This is an optimization exercise on Yosys and OpenROAD, whose aim is small area, a short achievable clock period and few clock cycles per item, not a production implementation. Only simulation tests tie the RTL to the original design; equivalence was not proved.

==> inputs of 11-07 <==
==> flow/design.v <==
`default_nettype none
package aalu_pkg;
    localparam int DATA_W   = 32;
    localparam int ACTION_W = 3;
    localparam int USER_W   = 4;
    localparam logic [ACTION_W-1:0] ACT_ADD = 3'd0;
    localparam logic [ACTION_W-1:0] ACT_SUB = 3'd1;
    localparam logic [ACTION_W-1:0] ACT_MUL = 3'd2;
    localparam logic [ACTION_W-1:0] ACT_DIV = 3'd3;
    localparam logic [ACTION_W-1:0] ACT_POW = 3'd4;
    localparam logic [ACTION_W-1:0] ACT_MOD = 3'd5;
    localparam int DIG_W = 8;
    localparam logic [2:0] ST_IDLE  = 3'd0;   
    localparam logic [2:0] ST_MD    = 3'd1;   
    localparam logic [2:0] ST_CPA   = 3'd2;   
    localparam logic [2:0] ST_FIN   = 3'd3;   
    localparam logic [2:0] ST_DIT   = 3'd5;   
    localparam logic [2:0] ST_DFIN  = 3'd6;   
    localparam logic [2:0] ST_DN    = 3'd7;   
    localparam logic [1:0] PH_MUL = 2'd0;     
    localparam logic [1:0] PH_SQ  = 2'd1;     
    localparam logic [1:0] PH_PM  = 2'd2;     
endpackage
`default_nettype wire
`default_nettype none
module aalu_mul
#(
    parameter int WIDTH = aalu_pkg::DATA_W
) (
    input  wire logic [WIDTH-1:0] s_in,
    input  wire logic [WIDTH-1:0] c_in,
    input  wire logic [WIDTH-1:0] mcand,
    input  wire logic [8:0]       chunk,
    output logic      [WIDTH-1:0] s_out,
    output logic      [WIDTH-1:0] c_out
);
    logic [WIDTH-1:0] pp [4];
    logic [3:0]       neg;
    logic [WIDTH-1:0] row_s, row_c;
    genvar i;
    generate
        for (i = 0; i < 4; i++) begin : g_booth
            logic b2, b1, b0, one, two;
            logic [WIDTH-1:0] mag;
            assign b2     = chunk[2*i+2];
            assign b1     = chunk[2*i+1];
            assign b0     = chunk[2*i];
            assign one    = b1 ^ b0;
            assign two    = (b2 & !b1 & !b0) | (!b2 & b1 & b0);
            assign neg[i] = b2 & !(b1 & b0);
            assign mag    = ({WIDTH{one}} & mcand) | ({WIDTH{two}} & {mcand[WIDTH-2:0], 1'b0});
            assign pp[i]  = (mag ^ {WIDTH{neg[i]}}) << (2 * i);
        end
    endgenerate
    assign row_s = {s_in[WIDTH-9:0], 1'b0, neg[3], 1'b0, neg[2], 1'b0, neg[1], 1'b0, neg[0]};
    assign row_c = {c_in[WIDTH-9:0], 8'b0};
    function automatic logic [WIDTH-1:0] fa_s(input logic [WIDTH-1:0] a, b, c);
        fa_s = a ^ b ^ c;
    endfunction
    function automatic logic [WIDTH-1:0] fa_c(input logic [WIDTH-1:0] a, b, c);
        fa_c = ((a & b) | (a & c) | (b & c)) << 1;
    endfunction
    logic [WIDTH-1:0] l1 [4];
    logic [WIDTH-1:0] l2 [3];
    assign l1[0] = fa_s(pp[0], pp[1], pp[2]);
    assign l1[1] = fa_c(pp[0], pp[1], pp[2]);
    assign l1[2] = fa_s(pp[3], row_s, row_c);
    assign l1[3] = fa_c(pp[3], row_s, row_c);
    assign l2[0] = fa_s(l1[0], l1[1], l1[2]);
    assign l2[1] = fa_c(l1[0], l1[1], l1[2]);
    assign l2[2] = l1[3];
    assign s_out = fa_s(l2[0], l2[1], l2[2]);
    assign c_out = fa_c(l2[0], l2[1], l2[2]);
endmodule
`default_nettype wire
`default_nettype none
module aalu_len
(
    input  wire logic [31:0] value,
    output logic      [4:0]  msb,
    output logic             nz
);
    logic [7:0] nib_nz;
    logic [1:0] nib_pos [8];
    logic [2:0] grp;
    always_comb begin
        for (int j = 0; j < 8; j++) begin
            nib_nz[j]     = value[4*j +: 4] != 4'd0;
            nib_pos[j][1] = value[4*j+3] | value[4*j+2];
            nib_pos[j][0] = value[4*j+3] | (!value[4*j+2] & value[4*j+1]);
        end
        grp[2] = |nib_nz[7:4];
        grp[1] = grp[2] ? |nib_nz[7:6] : |nib_nz[3:2];
        grp[0] = grp[2] ? (grp[1] ? nib_nz[7] : nib_nz[5])
                        : (grp[1] ? nib_nz[3] : nib_nz[1]);
        msb = {grp, nib_pos[grp]};
        nz  = |nib_nz;
    end
endmodule
`default_nettype wire
`default_nettype none
module aalu_mlen
(
    input  wire logic [31:0] value,
    output logic      [4:0]  msb,
    output logic             nz
);
    logic [31:0] x;
    logic [4:0]  msb_x;
    logic        nz_x;
    logic        low_mask;
    assign x = value ^ {32{value[31]}};
    aalu_len u_len (.value(x), .msb(msb_x), .nz(nz_x));
    assign low_mask = ((x >> 1) & ~x) == '0;
    assign msb = (value[31] && nz_x && low_mask) ? msb_x + 5'd1 : msb_x;
    assign nz  = value[31] || nz_x;
endmodule
`default_nettype wire
`default_nettype none
module accumulator_alu
(
    input  wire logic                    aclk,
    input  wire logic                    aresetn,
    input  wire logic                    s_tvalid,
    output logic                         s_tready,
    input  wire logic [63:0]         s_tdata,   
    input  wire logic [3:0]          s_tuser,   
    output logic                         m_tvalid,
    input  wire logic                    m_tready,
    output logic      [31:0]         m_tdata,   
    output logic      [0:0]              m_tuser    
);
    localparam int W = aalu_pkg::DATA_W;
    logic [2:0]   state_reg, state_next;
    logic [W-1:0] acc_reg, acc_next;
    logic         mval_reg, mval_next;
    logic         merr_reg, merr_next;
    logic [W-1:0] m_reg, m_next;       
    logic [W-1:0] r_reg, r_next;       
    logic [W-1:0] s_reg, s_next;       
    logic [W-1:0] c_reg, c_next;       
    logic [1:0]   dcnt_reg, dcnt_next;   
    logic [4:0]   ecnt_reg, ecnt_next;
    logic [1:0]   ph_reg, ph_next;
    logic         bz_reg, bz_next;
    logic [4:0]   msbs_reg, msbs_next;   
    logic [4:0]   msbm_reg, msbm_next;   
    logic         nzs_reg, nzs_next;     
    logic         dmod_reg, dmod_next;   
    logic         dneg_reg, dneg_next;   
    logic         msign_reg, msign_next;  
    logic [2:0]   act;
    logic [W-1:0] op_a, op_b;
    logic         out_free;
    logic         simple;
    logic         take;
    logic [W-1:0] take_val;
    logic         take_err;
    assign act      = s_tuser[2:0];
    assign op_a     = s_tuser[3] ? acc_reg : s_tdata[W-1:0];
    assign op_b     = s_tdata[2*W-1:W];
    assign out_free = !mval_reg || m_tready;
    assign simple   = (act == aalu_pkg::ACT_ADD) || (act == aalu_pkg::ACT_SUB)
                   || (act[2:1] == 2'b11)
                   || ((act == aalu_pkg::ACT_POW) && op_b[W-1]);
    logic [W-1:0] port_sum;
    assign port_sum = op_a + (op_b ^ {W{act[0]}}) + W'(act[0]);
    logic [W-1:0] cs_s, cs_c;
    aalu_mul #(.WIDTH(W)) u_mul (
        .s_in  (s_reg),
        .c_in  (c_reg),
        .mcand (r_reg),
        .chunk (m_reg[W-1:W-9]),
        .s_out (cs_s),
        .c_out (cs_c)
    );
    function automatic logic [1:0] top_chunk(input logic [W-1:0] x);
        top_chunk = 2'd0;
        for (int i = 1; i < 4; i++)
            if (x[8*i-2 +: 8] != '0) top_chunk = 2'(i);
        if (x[W-2] || x[W-1]) top_chunk = 2'd3;
    endfunction
    function automatic logic [W-1:0] align(input logic [W-1:0] x, input logic [1:0] t);
        align = x << (8 * (3 - t));
    endfunction
    logic [W-1:0] cs_or;
    logic [1:0]   top_a, top_b, top_cs;
    assign cs_or  = s_reg | c_reg;
    assign top_a  = top_chunk(op_a);
    assign top_b  = top_chunk(op_b);
    assign top_cs = top_chunk({cs_or[W-2:0], 1'b0} | {cs_or[W-1], {(W-1){1'b0}}});
    logic pow_last;
    logic to_pm;
    assign pow_last = (ecnt_reg == '0) && ((ph_reg == aalu_pkg::PH_PM) || !op_b[0]);
    assign to_pm    = (ph_reg == aalu_pkg::PH_SQ) && op_b[ecnt_reg];
    logic         al_sum, al_b;
    logic [W-1:0] al_src;
    logic [1:0]   al_t;
    logic [W-1:0] al_m;
    assign al_sum = (state_reg == aalu_pkg::ST_CPA) && (!to_pm || top_cs < top_a);
    assign al_b   = (state_reg != aalu_pkg::ST_CPA) && (act == aalu_pkg::ACT_MUL) && !(top_a < top_b);
    assign al_src = al_sum ? add_sum[W-1:0] : (al_b ? op_b : op_a);
    assign al_t   = al_sum ? top_cs : (al_b ? top_b : top_a);
    assign al_m   = align(al_src, al_t);
    logic [4:0]   msb_s, msb_m, msb_b;
    logic         nz_s, nz_m, nz_b;
    logic [4:0]   shamt;
    logic [W-1:0] div_val;
    aalu_mlen u_len_s (.value(op_a), .msb(msb_s), .nz(nz_s));
    aalu_mlen u_len_m (.value(op_b), .msb(msb_m), .nz(nz_m));
    aalu_len  u_len_b (.value({1'b0, op_b[W-2:0]}), .msb(msb_b), .nz(nz_b));
    assign shamt   = msbs_reg - msbm_reg;
    assign div_val = dmod_reg ? s_reg : r_reg;
    logic [W-1:0] add_x, add_y;
    logic         add_ci;
    logic [W:0]   add_sum;
    always_comb begin
        case (state_reg)
            aalu_pkg::ST_DIT: begin
                add_x  = s_reg;
                add_y  = m_reg ^ {W{!msign_reg}};
                add_ci = !msign_reg;
            end
            aalu_pkg::ST_DN: begin
                add_x  = '0;
                add_y  = s_reg ^ {W{s_reg[W-1]}};
                add_ci = s_reg[W-1];
            end
            aalu_pkg::ST_DFIN: begin
                add_x  = '0;
                add_y  = div_val ^ {W{dneg_reg}};
                add_ci = dneg_reg;
            end
            default: begin
                add_x  = s_reg;
                add_y  = c_reg;
                add_ci = 1'b0;
            end
        endcase
    end
    assign add_sum = {1'b0, add_x} + {1'b0, add_y} + (W+1)'(add_ci);
    always_comb begin
        state_next = state_reg;
        m_next     = m_reg;
        r_next     = r_reg;
        s_next     = s_reg;
        c_next     = c_reg;
        dcnt_next  = dcnt_reg;
        ecnt_next  = ecnt_reg;
        ph_next    = ph_reg;
        bz_next    = bz_reg;
        msbs_next  = msbs_reg;
        msbm_next  = msbm_reg;
        nzs_next   = nzs_reg;
        dmod_next  = dmod_reg;
        dneg_next  = dneg_reg;
        msign_next = msign_reg;
        take       = 1'b0;
        take_val   = acc_reg;
        take_err   = 1'b0;
        case (state_reg)
            aalu_pkg::ST_IDLE: begin
                if (simple) begin
                    take = 1'b1;
                    if (act[2:1] == 2'b00)      take_val = port_sum;
                    else if (act[2:1] == 2'b10) take_val = W'(1);
                end else if (s_tvalid) begin
                    case (act)
                        aalu_pkg::ACT_MUL: begin
                            r_next     = al_b ? op_a : op_b;
                            m_next     = al_m;
                            dcnt_next  = al_t;
                            s_next     = '0;
                            c_next     = '0;
                            ph_next    = aalu_pkg::PH_MUL;
                            state_next = aalu_pkg::ST_MD;
                        end
                        aalu_pkg::ACT_POW: begin
                            r_next     = op_a;
                            m_next     = al_m;
                            dcnt_next  = al_t;
                            s_next     = '0;
                            c_next     = '0;
                            ecnt_next  = msb_b - 5'd1;
                            ph_next    = aalu_pkg::PH_SQ;
                            state_next = (msb_b == '0) ? aalu_pkg::ST_FIN : aalu_pkg::ST_MD;
                        end
                        default: begin   
                            s_next     = op_a;
                            m_next     = op_b;
                            bz_next    = (op_b == '0);
                            msbs_next  = msb_s;
                            msbm_next  = msb_m;
                            nzs_next   = nz_s;
                            dmod_next  = act[2];
                            dneg_next  = act[2] ? op_a[W-1] : (op_a[W-1] ^ op_b[W-1]);
                            msign_next = op_b[W-1];
                            state_next = aalu_pkg::ST_DN;
                        end
                    endcase
                end
            end
            aalu_pkg::ST_MD: begin
                if (r_reg == '0 && ph_reg != aalu_pkg::PH_MUL) begin
                    state_next = aalu_pkg::ST_FIN;
                end else begin
                    s_next    = cs_s;
                    c_next    = cs_c;
                    m_next    = m_reg << 8;
                    dcnt_next = dcnt_reg - 2'd1;
                    if (dcnt_reg == '0) state_next = aalu_pkg::ST_CPA;
                end
            end
            aalu_pkg::ST_CPA: begin
                if (ph_reg == aalu_pkg::PH_MUL || pow_last) begin
                    take     = 1'b1;
                    take_val = add_sum[W-1:0];
                end else begin
                    r_next     = add_sum[W-1:0];
                    s_next     = '0;
                    c_next     = '0;
                    m_next     = al_m;
                    dcnt_next  = al_t;
                    if (to_pm) begin
                        ph_next = aalu_pkg::PH_PM;
                        if (!al_sum) r_next = add_sum[W-1:0];
                        else         r_next = op_a;
                    end else begin
                        ph_next   = aalu_pkg::PH_SQ;
                        ecnt_next = ecnt_reg - 5'd1;
                    end
                    state_next = aalu_pkg::ST_MD;
                end
            end
            aalu_pkg::ST_FIN: begin
                take     = 1'b1;
                take_val = nz_b ? r_reg : W'(1);
            end
            aalu_pkg::ST_DN: begin
                r_next = '0;
                if (bz_reg) begin
                    take     = 1'b1;
                    take_err = 1'b1;
                end else if (!nzs_reg || msbs_reg < msbm_reg) begin
                    take     = 1'b1;
                    take_val = dmod_reg ? op_a : '0;
                end else begin
                    s_next     = add_sum[W-1:0];
                    m_next     = m_reg << shamt;
                    ecnt_next  = shamt;
                    state_next = aalu_pkg::ST_DIT;
                end
            end
            aalu_pkg::ST_DIT: begin
                if (add_sum[W]) s_next = add_sum[W-1:0];
                r_next    = {r_reg[W-2:0], add_sum[W]};
                m_next    = {msign_reg, m_reg[W-1:1]};
                ecnt_next = ecnt_reg - 5'd1;
                if (ecnt_reg == '0) state_next = aalu_pkg::ST_DFIN;
            end
            aalu_pkg::ST_DFIN: begin
                take     = 1'b1;
                take_val = add_sum[W-1:0];
            end
            default: begin
                state_next = aalu_pkg::ST_IDLE;
            end
        endcase
    end
    assign s_tready = out_free && take;
    always_comb begin
        acc_next  = acc_reg;
        mval_next = mval_reg && !m_tready;
        merr_next = merr_reg;
        if (s_tvalid && s_tready) begin
            acc_next   = take_val;
            mval_next  = 1'b1;
            merr_next  = take_err;
        end
    end
    always_ff @(posedge aclk) begin
        if (!aresetn) begin
            state_reg <= aalu_pkg::ST_IDLE;
            acc_reg   <= '0;
            mval_reg  <= 1'b0;
        end else begin
            state_reg <= (s_tvalid && s_tready) ? aalu_pkg::ST_IDLE : state_next;
            acc_reg   <= acc_next;
            mval_reg  <= mval_next;
        end
        merr_reg  <= merr_next;
        m_reg     <= m_next;
        r_reg     <= r_next;
        s_reg     <= s_next;
        c_reg     <= c_next;
        dcnt_reg  <= dcnt_next;
        ecnt_reg  <= ecnt_next;
        ph_reg    <= ph_next;
        bz_reg    <= bz_next;
        msbs_reg  <= msbs_next;
        msbm_reg  <= msbm_next;
        nzs_reg   <= nzs_next;
        dmod_reg  <= dmod_next;
        dneg_reg  <= dneg_next;
        msign_reg <= msign_next;
    end
    assign m_tvalid   = mval_reg;
    assign m_tdata    = acc_reg;
    assign m_tuser[0] = merr_reg;
endmodule
`default_nettype wire
==> flow/run.sh <==
#!/bin/bash
# synth_recipe.tcl (not shown) runs the flow's synth.tcl, then flattens the netlist and writes it again
# the make line also repeats each setting of config.mk as NAME=value (left out here)
make -C /OpenROAD-flow-scripts/flow DESIGN_CONFIG=/design/flow/config.mk WORK_HOME=/design/flow/orfs CLKGATE_MAP_FILE= SYNTH_SCRIPT=/design/flow/synth_recipe.tcl finish
==> flow/config.mk <==
export PLATFORM = sky130hd
export DESIGN_NAME = accumulator_alu
export DESIGN_NICKNAME = accumulator_alu
export VERILOG_FILES = /design/flow/design.v
export SDC_FILE = /design/flow/constraint.sdc
export NUM_CORES = 4
export LEC_CHECK = 0
export CAP_MARGIN = 20
export CORE_MARGIN = 2
export CORE_UTILIZATION = 40
export SETUP_SLACK_MARGIN = 1.2
export SLEW_MARGIN = 20
==> flow/constraint.sdc <==
create_clock -name core_clock -period 5.5 [get_ports {aclk}]
set_input_delay 1.1000 -clock core_clock [delete_from_list [all_inputs] [get_ports {aclk}]]
set_output_delay 1.1000 -clock core_clock [all_outputs]
set_load 0.01 [all_outputs]
==> 04-12 (differences from 11-07) <==
--- a/flow/design.v
+++ b/flow/design.v
@@ -16,5 +16,6 @@
     localparam logic [2:0] ST_FIN   = 3'd3;   
+    localparam logic [2:0] ST_DNEG  = 3'd4;   
     localparam logic [2:0] ST_DIT   = 3'd5;   
     localparam logic [2:0] ST_DFIN  = 3'd6;   
-    localparam logic [2:0] ST_DN    = 3'd7;   
+    localparam logic [2:0] ST_DSHL  = 3'd7;   
     localparam logic [1:0] PH_MUL = 2'd0;     
@@ -101,20 +102,2 @@
 `default_nettype none
-module aalu_mlen
-(
-    input  wire logic [31:0] value,
-    output logic      [4:0]  msb,
-    output logic             nz
-);
-    logic [31:0] x;
-    logic [4:0]  msb_x;
-    logic        nz_x;
-    logic        low_mask;
-    assign x = value ^ {32{value[31]}};
-    aalu_len u_len (.value(x), .msb(msb_x), .nz(nz_x));
-    assign low_mask = ((x >> 1) & ~x) == '0;
-    assign msb = (value[31] && nz_x && low_mask) ? msb_x + 5'd1 : msb_x;
-    assign nz  = value[31] || nz_x;
-endmodule
-`default_nettype wire
-`default_nettype none
 module accumulator_alu
@@ -150,3 +133,2 @@
     logic         dneg_reg, dneg_next;   
-    logic         msign_reg, msign_next;  
     logic [2:0]   act;
@@ -191,15 +173,3 @@
     assign top_cs = top_chunk({cs_or[W-2:0], 1'b0} | {cs_or[W-1], {(W-1){1'b0}}});
-    logic pow_last;
-    logic to_pm;
-    assign pow_last = (ecnt_reg == '0) && ((ph_reg == aalu_pkg::PH_PM) || !op_b[0]);
-    assign to_pm    = (ph_reg == aalu_pkg::PH_SQ) && op_b[ecnt_reg];
-    logic         al_sum, al_b;
-    logic [W-1:0] al_src;
-    logic [1:0]   al_t;
-    logic [W-1:0] al_m;
-    assign al_sum = (state_reg == aalu_pkg::ST_CPA) && (!to_pm || top_cs < top_a);
-    assign al_b   = (state_reg != aalu_pkg::ST_CPA) && (act == aalu_pkg::ACT_MUL) && !(top_a < top_b);
-    assign al_src = al_sum ? add_sum[W-1:0] : (al_b ? op_b : op_a);
-    assign al_t   = al_sum ? top_cs : (al_b ? top_b : top_a);
-    assign al_m   = align(al_src, al_t);
+    logic [W-1:0] mag_s, mag_m;
     logic [4:0]   msb_s, msb_m, msb_b;
@@ -208,5 +178,7 @@
     logic [W-1:0] div_val;
-    aalu_mlen u_len_s (.value(op_a), .msb(msb_s), .nz(nz_s));
-    aalu_mlen u_len_m (.value(op_b), .msb(msb_m), .nz(nz_m));
-    aalu_len  u_len_b (.value({1'b0, op_b[W-2:0]}), .msb(msb_b), .nz(nz_b));
+    assign mag_s = s_reg[W-1] ? (~s_reg + W'(1)) : s_reg;
+    assign mag_m = m_reg[W-1] ? (~m_reg + W'(1)) : m_reg;
+    aalu_len u_len_s (.value(mag_s), .msb(msb_s), .nz(nz_s));
+    aalu_len u_len_m (.value(mag_m), .msb(msb_m), .nz(nz_m));
+    aalu_len u_len_b (.value({1'b0, op_b[W-2:0]}), .msb(msb_b), .nz(nz_b));
     assign shamt   = msbs_reg - msbm_reg;
@@ -220,9 +192,4 @@
                 add_x  = s_reg;
-                add_y  = m_reg ^ {W{!msign_reg}};
-                add_ci = !msign_reg;
-            end
-            aalu_pkg::ST_DN: begin
-                add_x  = '0;
-                add_y  = s_reg ^ {W{s_reg[W-1]}};
-                add_ci = s_reg[W-1];
+                add_y  = ~m_reg;
+                add_ci = 1'b1;
             end
@@ -241,2 +208,6 @@
     assign add_sum = {1'b0, add_x} + {1'b0, add_y} + (W+1)'(add_ci);
+    logic pow_last;
+    logic to_pm;
+    assign pow_last = (ecnt_reg == '0) && ((ph_reg == aalu_pkg::PH_PM) || !op_b[0]);
+    assign to_pm    = (ph_reg == aalu_pkg::PH_SQ) && op_b[ecnt_reg];
     always_comb begin
@@ -256,3 +227,2 @@
         dneg_next  = dneg_reg;
-        msign_next = msign_reg;
         take       = 1'b0;
@@ -269,5 +239,11 @@
                         aalu_pkg::ACT_MUL: begin
-                            r_next     = al_b ? op_a : op_b;
-                            m_next     = al_m;
-                            dcnt_next  = al_t;
+                            if (top_a < top_b) begin
+                                r_next    = op_b;
+                                m_next    = align(op_a, top_a);
+                                dcnt_next = top_a;
+                            end else begin
+                                r_next    = op_a;
+                                m_next    = align(op_b, top_b);
+                                dcnt_next = top_b;
+                            end
                             s_next     = '0;
@@ -279,4 +255,4 @@
                             r_next     = op_a;
-                            m_next     = al_m;
-                            dcnt_next  = al_t;
+                            m_next     = align(op_a, top_a);
+                            dcnt_next  = top_a;
                             s_next     = '0;
@@ -291,9 +267,3 @@
                             bz_next    = (op_b == '0);
-                            msbs_next  = msb_s;
-                            msbm_next  = msb_m;
-                            nzs_next   = nz_s;
-                            dmod_next  = act[2];
-                            dneg_next  = act[2] ? op_a[W-1] : (op_a[W-1] ^ op_b[W-1]);
-                            msign_next = op_b[W-1];
-                            state_next = aalu_pkg::ST_DN;
+                            state_next = aalu_pkg::ST_DNEG;
                         end
@@ -321,10 +291,16 @@
                     c_next     = '0;
-                    m_next     = al_m;
-                    dcnt_next  = al_t;
                     if (to_pm) begin
                         ph_next = aalu_pkg::PH_PM;
-                        if (!al_sum) r_next = add_sum[W-1:0];
-                        else         r_next = op_a;
+                        if (top_cs < top_a) begin
+                            r_next    = op_a;
+                            m_next    = align(add_sum[W-1:0], top_cs);
+                            dcnt_next = top_cs;
+                        end else begin
+                            m_next    = align(op_a, top_a);
+                            dcnt_next = top_a;
+                        end
                     end else begin
                         ph_next   = aalu_pkg::PH_SQ;
+                        m_next    = align(add_sum[W-1:0], top_cs);
+                        dcnt_next = top_cs;
                         ecnt_next = ecnt_reg - 5'd1;
@@ -338,3 +314,13 @@
             end
-            aalu_pkg::ST_DN: begin
+            aalu_pkg::ST_DNEG: begin
+                s_next     = mag_s;
+                m_next     = mag_m;
+                msbs_next  = msb_s;
+                msbm_next  = msb_m;
+                nzs_next   = nz_s;
+                dmod_next  = act[2];
+                dneg_next  = act[2] ? s_reg[W-1] : (s_reg[W-1] ^ m_reg[W-1]);
+                state_next = aalu_pkg::ST_DSHL;
+            end
+            aalu_pkg::ST_DSHL: begin
                 r_next = '0;
@@ -347,3 +333,2 @@
                 end else begin
-                    s_next     = add_sum[W-1:0];
                     m_next     = m_reg << shamt;
@@ -356,3 +341,3 @@
                 r_next    = {r_reg[W-2:0], add_sum[W]};
-                m_next    = {msign_reg, m_reg[W-1:1]};
+                m_next    = m_reg >> 1;
                 ecnt_next = ecnt_reg - 5'd1;
@@ -404,3 +389,2 @@
         dneg_reg  <= dneg_next;
-        msign_reg <= msign_next;
     end
==> comparison <==
- Sequential share of layout area: 04-12 is lower than 11-07 (1.0 points).
- Of 04-12 and 11-07, 04-12 has the higher non-clock buffer count (gap 5).
- Against 04-12, the clock skew of 11-07 is lower by 0.0061 ns.
- Between 04-12 and 11-07, the lower utilization is in 04-12 (gap 1.5 points).
- Flip-flop and latch count: 11-07 is higher than 04-12 (1).
- In 04-12 the synthesized area is larger than in 11-07, by 9.7%.
==> figures <==
| metric | 04-12 | 11-07 |
|---|---|---|
| Run status | timing/DRC/antenna clean | timing/DRC/antenna clean |
| Average wire length per cell after detail routing | 34.9 um | 31.2 um |
| Share of synthesized area occupied by flip-flops and latches | 17.9% | 19.8% |
| Area of the core | 71600 um2 | 65500 um2 |
| Detailed Route Iter0 Violations | 6732 | 4585 |
| First-pass GRT wire length | 233000 um | 190000 um |
| Die Footprint | 74600 um2 | 68100 um2 |
| Top achievable clock speed | 227 MHz | 223 MHz |
| Chip Width | 273 um | 261 um |
| Met2 layer wire length in the routed design | 64600 um | 56100 um |
| Number of combinational gates with multiple inputs | 2982 | 2577 |
| Final area over synthesized area | 1.181x | 1.221x |
| Fraction of the mapped netlist area in compound gates | 30.4% | 27.2% |
| Area share of the largest cell type after synthesis | 15.4% | 17.1% |
Testbench counts of 11-07, summed over its fixed seeds: cycles 13,802, items 2,400.
Testbench counts of 04-12, summed over its fixed seeds: cycles 14,373, items 2,400.

## separate check: timing with driven ports
The results above use ideal ports. As a check the final layouts listed here were re-extracted and re-timed, cells and wires unchanged.
Step 1, drivers: a clkbuf_16 drives aclk and a buf_2 each remaining input, both assumed.
Step 2, shift: input delay + t, output delay - t, t = (earliest + latest rising clock arrival at the registers) / 2. This alone moves slack from input paths to output paths.
a / b / c = no drivers / after step 1 / after step 2; a / b = the first two.
| run | shift t [ns] | slack for setup (ns) | worst hold slack (ns) | slew at the worst register clock pin (ns) | worst slew at a driven data input, ns |
|---|---|---|---|---|---|
| 11-07 | 0.603 | 1.018 / 1.018 / 0.714 | 0.530 / 0.530 / 0.530 | 0.09 / 0.09 | 0.04 |
| 04-12 | 0.589 | 1.090 / 1.090 / 0.655 | 0.545 / 0.545 / 0.545 | 0.09 / 0.09 | 0.05 |
After both steps setup and hold are still met in every run listed. The setup slack of 04-12, which loses most, moves by 0.000 ns with the drivers and by -0.435 ns with both steps.
